This is an optimization exercise on Yosys and OpenROAD, whose aim is small area, a short achievable clock period and few clock cycles per item, not a production implementation.
The RTL was checked by simulation tests, not by an equivalence proof against the original design.
Power is estimated from default activity; no workload was simulated.

==> design.v <==
`default_nettype none
package bls_pkg;
    localparam int WIN_W      = 13;
    localparam int PITCH_W    = 16;
    localparam int BPP_W      = 4;
    localparam int COLOR_W    = 32;
    localparam int OFFSET_W   = 32;
    localparam int CFG_IDX_W  = 3;
    localparam int CFG_DATA_W = 32;
    typedef enum logic [CFG_IDX_W-1:0] {
        CFG_WIN_WIDTH     = 3'd0,
        CFG_WIN_HEIGHT    = 3'd1,
        CFG_ROW_PITCH     = 3'd2,
        CFG_BYTES_PER_PIX = 3'd3,
        CFG_DEFAULT_COLOR = 3'd4
    } cfg_reg_t;
    typedef enum logic {
        REQ_START = 1'b0,
        REQ_STEP  = 1'b1
    } req_type_t;
    localparam logic [WIN_W-1:0]   WIN_WIDTH_RST     = 13'd1920;
    localparam logic [WIN_W-1:0]   WIN_HEIGHT_RST    = 13'd1080;
    localparam logic [PITCH_W-1:0] ROW_PITCH_RST     = 16'd7680;
    localparam logic [BPP_W-1:0]   BYTES_PER_PIX_RST = 4'd4;
    localparam logic [COLOR_W-1:0] DEFAULT_COLOR_RST = 32'h00FF_FFFF;
endpackage
`default_nettype wire
`default_nettype none
import bls_pkg::*;
module bresenham_line_stepper_top #(
    parameter int COORD_BITS = 16
) (
    input  wire logic                            aclk,
    input  wire logic                            aresetn,
    input  wire logic                            cfg_wr_en,
    input  wire logic [bls_pkg::CFG_IDX_W-1:0]   cfg_index,
    input  wire logic [bls_pkg::CFG_DATA_W-1:0]  cfg_wdata,
    input  wire logic                            s_tvalid,
    output logic                                 s_tready,
    input  wire logic [((4*COORD_BITS+33+7)/8)*8-1:0] s_tdata,
    input  wire logic                            s_tuser,
    output logic                                 m_tvalid,
    input  wire logic                            m_tready,
    output logic [((2*COORD_BITS+65+7)/8)*8-1:0] m_tdata,
    output logic                                 m_tuser,
    output logic                                 m_tlast
);
    localparam int CW     = COORD_BITS;
    localparam int DEL_W  = CW + 1;
    localparam int ERR_W  = CW + 3;
    localparam int TW_W   = CW + 4;
    localparam int OUT_W  = ((2*CW+65+7)/8)*8;
    localparam int PAD_W  = OUT_W - (2*CW+65);
    localparam int PY_W   = CW - 1 + PITCH_W;
    localparam int PX_W   = CW - 1 + BPP_W;
    logic [WIN_W-1:0]   win_width_reg;
    logic [WIN_W-1:0]   win_height_reg;
    logic [PITCH_W-1:0] row_pitch_reg;
    logic [BPP_W-1:0]   bpp_reg;
    logic [COLOR_W-1:0] default_color_reg;
    always_ff @(posedge aclk) begin
        if (!aresetn) begin
            win_width_reg     <= WIN_WIDTH_RST;
            win_height_reg    <= WIN_HEIGHT_RST;
            row_pitch_reg     <= ROW_PITCH_RST;
            bpp_reg           <= BYTES_PER_PIX_RST;
            default_color_reg <= DEFAULT_COLOR_RST;
        end else if (cfg_wr_en) begin
            unique case (cfg_index)
                CFG_WIN_WIDTH:     win_width_reg     <= cfg_wdata[WIN_W-1:0];
                CFG_WIN_HEIGHT:    win_height_reg    <= cfg_wdata[WIN_W-1:0];
                CFG_ROW_PITCH:     row_pitch_reg     <= cfg_wdata[PITCH_W-1:0];
                CFG_BYTES_PER_PIX: bpp_reg           <= cfg_wdata[BPP_W-1:0];
                CFG_DEFAULT_COLOR: default_color_reg <= cfg_wdata[COLOR_W-1:0];
                default: ;
            endcase
        end
    end
    logic st1_valid_reg, st2_valid_reg, m_valid_reg;
    logic out_free, st2_free, st1_free, s_accept;
    assign out_free = !m_valid_reg || m_tready;
    assign st2_free = !st2_valid_reg || out_free;
    assign st1_free = !st1_valid_reg || st2_free;
    assign s_tready = st1_free;
    assign s_accept = s_tvalid && st1_free;
    logic signed [CW-1:0] in_sx, in_sy, in_ex, in_ey;
    logic [COLOR_W-1:0]   in_color;
    logic                 in_use_default;
    assign in_sx          = s_tdata[CW-1:0];
    assign in_sy          = s_tdata[2*CW-1:CW];
    assign in_ex          = s_tdata[3*CW-1:2*CW];
    assign in_ey          = s_tdata[4*CW-1:3*CW];
    assign in_color       = s_tdata[4*CW+31:4*CW];
    assign in_use_default = s_tdata[4*CW+32];
    logic signed [CW-1:0]    cur_x_reg, cur_y_reg, tgt_x_reg, tgt_y_reg;
    logic [DEL_W-1:0]        dx_reg, dy_reg;
    logic                    step_x_neg_reg, step_y_neg_reg;
    logic signed [ERR_W-1:0] err_reg;
    logic [COLOR_W-1:0]      color_reg;
    logic                    line_active_reg;
    logic signed [CW-1:0]    cur_x_next, cur_y_next, tgt_x_next, tgt_y_next;
    logic [DEL_W-1:0]        dx_next, dy_next;
    logic                    step_x_neg_next, step_y_neg_next;
    logic signed [ERR_W-1:0] err_next;
    logic [COLOR_W-1:0]      color_next;
    logic                    line_active_next;
    logic                    emit_pix, emit_last;
    logic [DEL_W-1:0] diff_x, diff_y, dx_abs, dy_abs;
    assign diff_x = {in_ex[CW-1], in_ex} - {in_sx[CW-1], in_sx};
    assign diff_y = {in_ey[CW-1], in_ey} - {in_sy[CW-1], in_sy};
    assign dx_abs = diff_x[DEL_W-1] ? -diff_x : diff_x;
    assign dy_abs = diff_y[DEL_W-1] ? -diff_y : diff_y;
    logic signed [TW_W-1:0] twice, neg_dy, dx_ext;
    logic                   mv_x, mv_y;
    logic [CW-1:0]          x_inc, y_inc;
    logic signed [CW-1:0]   x_step, y_step;
    logic [ERR_W-1:0]       err_sub, err_add;
    assign twice  = {err_reg, 1'b0};
    assign neg_dy = -signed'({3'b000, dy_reg});
    assign dx_ext = {3'b000, dx_reg};
    assign mv_x   = twice > neg_dy;
    assign mv_y   = twice < dx_ext;
    assign x_inc  = mv_x ? (step_x_neg_reg ? {CW{1'b1}} : {{(CW-1){1'b0}}, 1'b1})
                         : '0;
    assign y_inc  = mv_y ? (step_y_neg_reg ? {CW{1'b1}} : {{(CW-1){1'b0}}, 1'b1})
                         : '0;
    assign x_step = cur_x_reg + x_inc;
    assign y_step = cur_y_reg + y_inc;
    assign err_sub = mv_x ? {2'b00, dy_reg} : '0;
    assign err_add = mv_y ? {2'b00, dx_reg} : '0;
    always_comb begin
        cur_x_next       = cur_x_reg;
        cur_y_next       = cur_y_reg;
        tgt_x_next       = tgt_x_reg;
        tgt_y_next       = tgt_y_reg;
        dx_next          = dx_reg;
        dy_next          = dy_reg;
        step_x_neg_next  = step_x_neg_reg;
        step_y_neg_next  = step_y_neg_reg;
        err_next         = err_reg;
        color_next       = color_reg;
        line_active_next = line_active_reg;
        emit_pix         = 1'b0;
        emit_last        = 1'b0;
        if (s_tuser == REQ_START) begin
            cur_x_next       = in_sx;
            cur_y_next       = in_sy;
            tgt_x_next       = in_ex;
            tgt_y_next       = in_ey;
            dx_next          = dx_abs;
            dy_next          = dy_abs;
            step_x_neg_next  = !(in_sx < in_ex);
            step_y_neg_next  = !(in_sy < in_ey);
            err_next         = {2'b00, dx_abs} - {2'b00, dy_abs};
            color_next       = in_use_default ? default_color_reg : in_color;
            emit_pix         = 1'b1;
            emit_last        = (in_sx == in_ex) && (in_sy == in_ey);
            line_active_next = !emit_last;
        end else if (line_active_reg) begin
            cur_x_next       = x_step;
            cur_y_next       = y_step;
            err_next         = err_reg - err_sub + err_add;
            emit_pix         = 1'b1;
            emit_last        = (x_step == tgt_x_reg) && (y_step == tgt_y_reg);
            line_active_next = !emit_last;
        end
    end
    always_ff @(posedge aclk) begin
        if (!aresetn) begin
            line_active_reg <= 1'b0;
        end else if (s_accept) begin
            line_active_reg <= line_active_next;
        end
    end
    always_ff @(posedge aclk) begin
        if (s_accept) begin
            cur_x_reg      <= cur_x_next;
            cur_y_reg      <= cur_y_next;
            tgt_x_reg      <= tgt_x_next;
            tgt_y_reg      <= tgt_y_next;
            dx_reg         <= dx_next;
            dy_reg         <= dy_next;
            step_x_neg_reg <= step_x_neg_next;
            step_y_neg_reg <= step_y_neg_next;
            err_reg        <= err_next;
            color_reg      <= color_next;
        end
    end
    logic [CW-1:0]      st1_x_reg, st1_y_reg;
    logic [COLOR_W-1:0] st1_color_reg;
    logic               st1_pix_reg, st1_last_reg;
    always_ff @(posedge aclk) begin
        if (!aresetn) begin
            st1_valid_reg <= 1'b0;
        end else if (st1_free) begin
            st1_valid_reg <= s_accept;
        end
    end
    always_ff @(posedge aclk) begin
        if (s_accept) begin
            st1_pix_reg   <= emit_pix;
            st1_last_reg  <= emit_last;
            st1_x_reg     <= emit_pix ? cur_x_next : '0;
            st1_y_reg     <= emit_pix ? cur_y_next : '0;
            st1_color_reg <= emit_pix ? color_next : '0;
        end
    end
    logic [CW-2:0]   x_mag, y_mag;
    logic            pix_in_win;
    logic [PY_W-1:0] prod_y;
    logic [PX_W-1:0] prod_x;
    assign x_mag  = st1_x_reg[CW-2:0];
    assign y_mag  = st1_y_reg[CW-2:0];
    assign pix_in_win = st1_pix_reg && !st1_x_reg[CW-1] && !st1_y_reg[CW-1] &&
                        (32'(x_mag) < 32'(win_width_reg)) &&
                        (32'(y_mag) < 32'(win_height_reg));
    assign prod_y = PY_W'(y_mag) * PY_W'(row_pitch_reg);
    assign prod_x = PX_W'(x_mag) * PX_W'(bpp_reg);
    logic [CW-1:0]       st2_x_reg, st2_y_reg;
    logic [COLOR_W-1:0]  st2_color_reg;
    logic                st2_pix_reg, st2_last_reg, st2_inside_reg;
    logic [OFFSET_W-1:0] st2_prod_y_reg, st2_prod_x_reg;
    always_ff @(posedge aclk) begin
        if (!aresetn) begin
            st2_valid_reg <= 1'b0;
        end else if (st2_free) begin
            st2_valid_reg <= st1_valid_reg;
        end
    end
    always_ff @(posedge aclk) begin
        if (st2_free) begin
            st2_x_reg      <= st1_x_reg;
            st2_y_reg      <= st1_y_reg;
            st2_color_reg  <= st1_color_reg;
            st2_pix_reg    <= st1_pix_reg;
            st2_last_reg   <= st1_last_reg;
            st2_inside_reg <= pix_in_win;
            st2_prod_y_reg <= OFFSET_W'(prod_y);
            st2_prod_x_reg <= OFFSET_W'(prod_x);
        end
    end
    logic [CW-1:0]       out_x_reg, out_y_reg;
    logic [COLOR_W-1:0]  out_color_reg;
    logic                out_pix_reg, out_last_reg, out_inside_reg;
    logic [OFFSET_W-1:0] out_offset_reg;
    always_ff @(posedge aclk) begin
        if (!aresetn) begin
            m_valid_reg <= 1'b0;
        end else if (out_free) begin
            m_valid_reg <= st2_valid_reg;
        end
    end
    always_ff @(posedge aclk) begin
        if (out_free) begin
            out_x_reg      <= st2_x_reg;
            out_y_reg      <= st2_y_reg;
            out_color_reg  <= st2_color_reg;
            out_pix_reg    <= st2_pix_reg;
            out_last_reg   <= st2_last_reg;
            out_inside_reg <= st2_inside_reg;
            out_offset_reg <= st2_inside_reg ? st2_prod_y_reg + st2_prod_x_reg : '0;
        end
    end
    assign m_tvalid = m_valid_reg;
    assign m_tuser  = out_pix_reg;
    assign m_tlast  = out_last_reg;
    assign m_tdata  = {{PAD_W{1'b0}}, out_color_reg, out_offset_reg, out_inside_reg,
                       out_y_reg, out_x_reg};
endmodule
`default_nettype wire
==> run.sh <==
#!/bin/bash
# synth_recipe.tcl (not shown) runs the flow's synth.tcl, then flattens the netlist and writes it again
# the make line also repeats each setting of config.mk as NAME=value (left out here)
make -C /OpenROAD-flow-scripts/flow DESIGN_CONFIG=/design/flow/config.mk WORK_HOME=/design/flow/orfs CLKGATE_MAP_FILE= SYNTH_SCRIPT=/design/flow/synth_recipe.tcl finish
==> config.mk <==
export PLATFORM = sky130hd
export DESIGN_NAME = bresenham_line_stepper_top
export DESIGN_NICKNAME = bresenham_line_stepper_top
export VERILOG_FILES = /design/flow/design.v
export SDC_FILE = /design/flow/constraint.sdc
export NUM_CORES = 4
export LEC_CHECK = 0
export CAP_MARGIN = 20
export CORE_MARGIN = 2
export CORE_UTILIZATION = 40
export SLEW_MARGIN = 20
==> constraint.sdc <==
create_clock -name core_clock -period 8.5 [get_ports {aclk}]
set_input_delay 1.7000 -clock core_clock [delete_from_list [all_inputs] [get_ports {aclk}]]
set_output_delay 1.7000 -clock core_clock [all_outputs]
set_load 0.01 [all_outputs]
==> reports/results.ini <==
[outcome]
status=complete, no violations

[setup_path]
r2r_cells=26
slowest_stage=or4_1
arrival_ns=8.11
startpoint_type=flip-flop
worstReg2RegStart=dy_reg[3]
end_kind=flip-flop
r2r_end=st1_last_reg
startpoint=dy_reg[3]
reg2reg_slack_ns=0.88
slowest_delay_ns=0.60
required_ns=8.99
crit_fanout=19
crit_type=reg2reg

[route]
wl_mm=97.14
vias=25640
routedWlPerCell_um=19.64
drtIter0Drc=1548
viasPerCell=5.182
drc=0
drtAntennaViolNets=0
first_pass_iters=5

[die]
io_pins=253
placementRows=110
die_h_um=305.1
start_util=0.4036
die_area_um2=93110
core_area_um2=89870
die_w_um=305.1

[cts]
cts_sinks=515
cts_made_buffers=57
clk_pin_slew_ns=0.06
clkLatencyLatePin_ns=0.64
clk_root_buffer_cell=clkbuf_16
cts_tree=yes
htree_levels=2
clock_path_buffers=3
postCtsSetupBuffers=0

[sta]
slew_viol_final=0
clock.fmax_ghz=0.1312
period_minus_slack_ns=7.622
post-route-period-util=0.8967
whs_ns=0.4153
setup_viol=0
slew_headroom=0.2806
tightestPinTransition_ns=1.075
rsz0062_at_grt=false
hold_viol=0
setup_ws_ns=0.8783
clock_skew_ns=0.02749
tns_ns=0

[yosys]
yosysMostFrequentCell=nand2_1
synth_area_um2=36270
synth_top_area_frac=0.3585
yosysTopAreaCell=edfxtp_1
synth.avg_cell_area_um2=10.38
synth-edff-count=433
synth-main-ff-cell=edfxtp_1
ys_top_cells_by_area=edfxtp_1, fa_1, ha_1, nand2_1, dfxtp_1
syn_inst=3494
ys_types=81
ys_seq_elements=515
synth_commonest_cells=nand2_1, edfxtp_1, inv_1, ha_1, fa_1
async_flop_share=0
yosysWarnings=1
ys_seq_area_frac=0.4037

[min_path]
min-delay-start=st1_color_reg[28]
holdCritPathClass=reg2reg
holdPathStages=0
min_to=st2_color_reg[28]

[layout]
drive_gt1_frac=0.04457
final_core_util=0.4674
fin_cells=4947
num-fill-cells=8417
syn_to_final_growth_pct=15.80
finalNetCount=4381
final_area_um2=42010

[placement]
io_buffers=238
dpl.hpwl_mm=74.30
dp_slack_ns=0.3404
gp_congestion=0.8865
dp.cells=4837
place_area_um2=39980

[global_routing]
grt_usage=0.2091
antenna_found_initial=2
grt_pass1_wl_mm=150.6
grt_pass1_vias=25700
grt_overflow=0
grt_max_degree=73

[power]
power_density_nw_per_um2=284.6
p_total_mw=11.96
p_leak_nw=18.31
max-vdd-ir-drop_mv=0.4823

[run]
cap_violations=0

==> timing repair <==
item	CTS	global route
hold buffers	0	0
gates resized for setup	0	1
setup endpoints to repair	0	1
==> worst max-delay path by stage <==
stage	to	slack, ns	cells after the start
CTS	err_reg[17]	0.65	29
global placement	err_reg[18]	0.42	26
global route	err_reg[17]	0.32	29
floorplan	err_reg[14]	1.70	27
finish	st1_last_reg	0.88	26
detailed placement	err_reg[18]	0.34	26
==> cell usage in the layout (no fill, tap or decap), drive strengths merged, types with 67 or more instances in the layout <==
master,n
a21oi,115
nand2,499
o21ai,120
fa,228
a21o,67
clkdlybuf4s50,235
xnor2,138
edfxtp,433
ha,288
xor2,75
inv,398
and2,188
clkbuf,70
dfxtp,82
nor2,149
nand3,71
==> layout make-up <==
class,instances,area (um^2),share of cell area
well taps,1176,1471,0.03503
flip-flops and latches,515,14640,0.3486
clock inverters,38,514.2,0.01224
inverters,395,1490,0.03547
clock buffers,70,1495,0.03559
diodes,2,5.005,0.0001191
multi-input cells,2471,19700,0.4690
repair buffers,280,2685,0.06392
==> critical path, delay by kind of cell, from the launching register on <==
family | cells | cell delay (ns)
fa+ha+maj | 2 | 0.62
flops | 1 | 0.48
xor+xnor | 2 | 0.41
simple gates | 18 | 5.01
compound gates | 3 | 0.75
buf+inv | 1 | 0.18
==> cell families (layout without fill, tap and decap cells) <==
logic type                 after synthesis  count (layout)  synth area share
other                                    1               9         0.0001034
xor gates and xnor gates               219             219           0.05533
muxes                                   47              47           0.01314
and+or+nand+nor                       1140            1140            0.1509
DFF                                    515             515            0.4037
AOI/OAI and AO/OA                      542             542           0.09710
buffers and inverters                  514             783           0.05453
adders and majority gates              516             516            0.2252
==> power by group <==
group          internal, mW  switching, mW  leakage, nW
Sequential             3.22          0.267         5.20
Clock                  1.59           1.06        0.964
Combinational          2.57           3.25         12.1
Total                  7.37           4.58         18.3
==> layer usage <==
metal  GRT usage  up-vias  wire length, um
met5           0        -                0
met4     0.06461        0             3023
met3     0.03432      145             5594
met2      0.3569      686            47200
met1      0.2723    12440            41320
li1            -    12370                -
Testbench counts, summed over its fixed seeds: cycles 279,186, items 279,162.

[re-timing with driven ports]
The results above use ideal ports. As a check the final layout listed here was re-extracted and re-timed, cells and wires unchanged. Step 1 sets driving cells, clkbuf_16 on the clock port and buf_2 on the other inputs (assumed; they add their load-dependent delay and slew). Step 2 also shifts input and output timing later by t, the mid clock arrival at the registers, as if the neighbouring blocks saw the same clock. a / b / c = ideal ports / drivers / drivers and shift; a / b = the first two.
t (ns): 0.693
setup slack, ns: 0.878 / 0.878 / 0.292
worst hold slack (ns): 0.415 / 0.415 / 0.415
worst data-port slew with drivers (ns): 0.11
pins driven straight from the clock port: 1
After both steps setup and hold are still met in this run. The setup slack of this run moves by 0.000 ns with the drivers and by -0.586 ns with both steps.
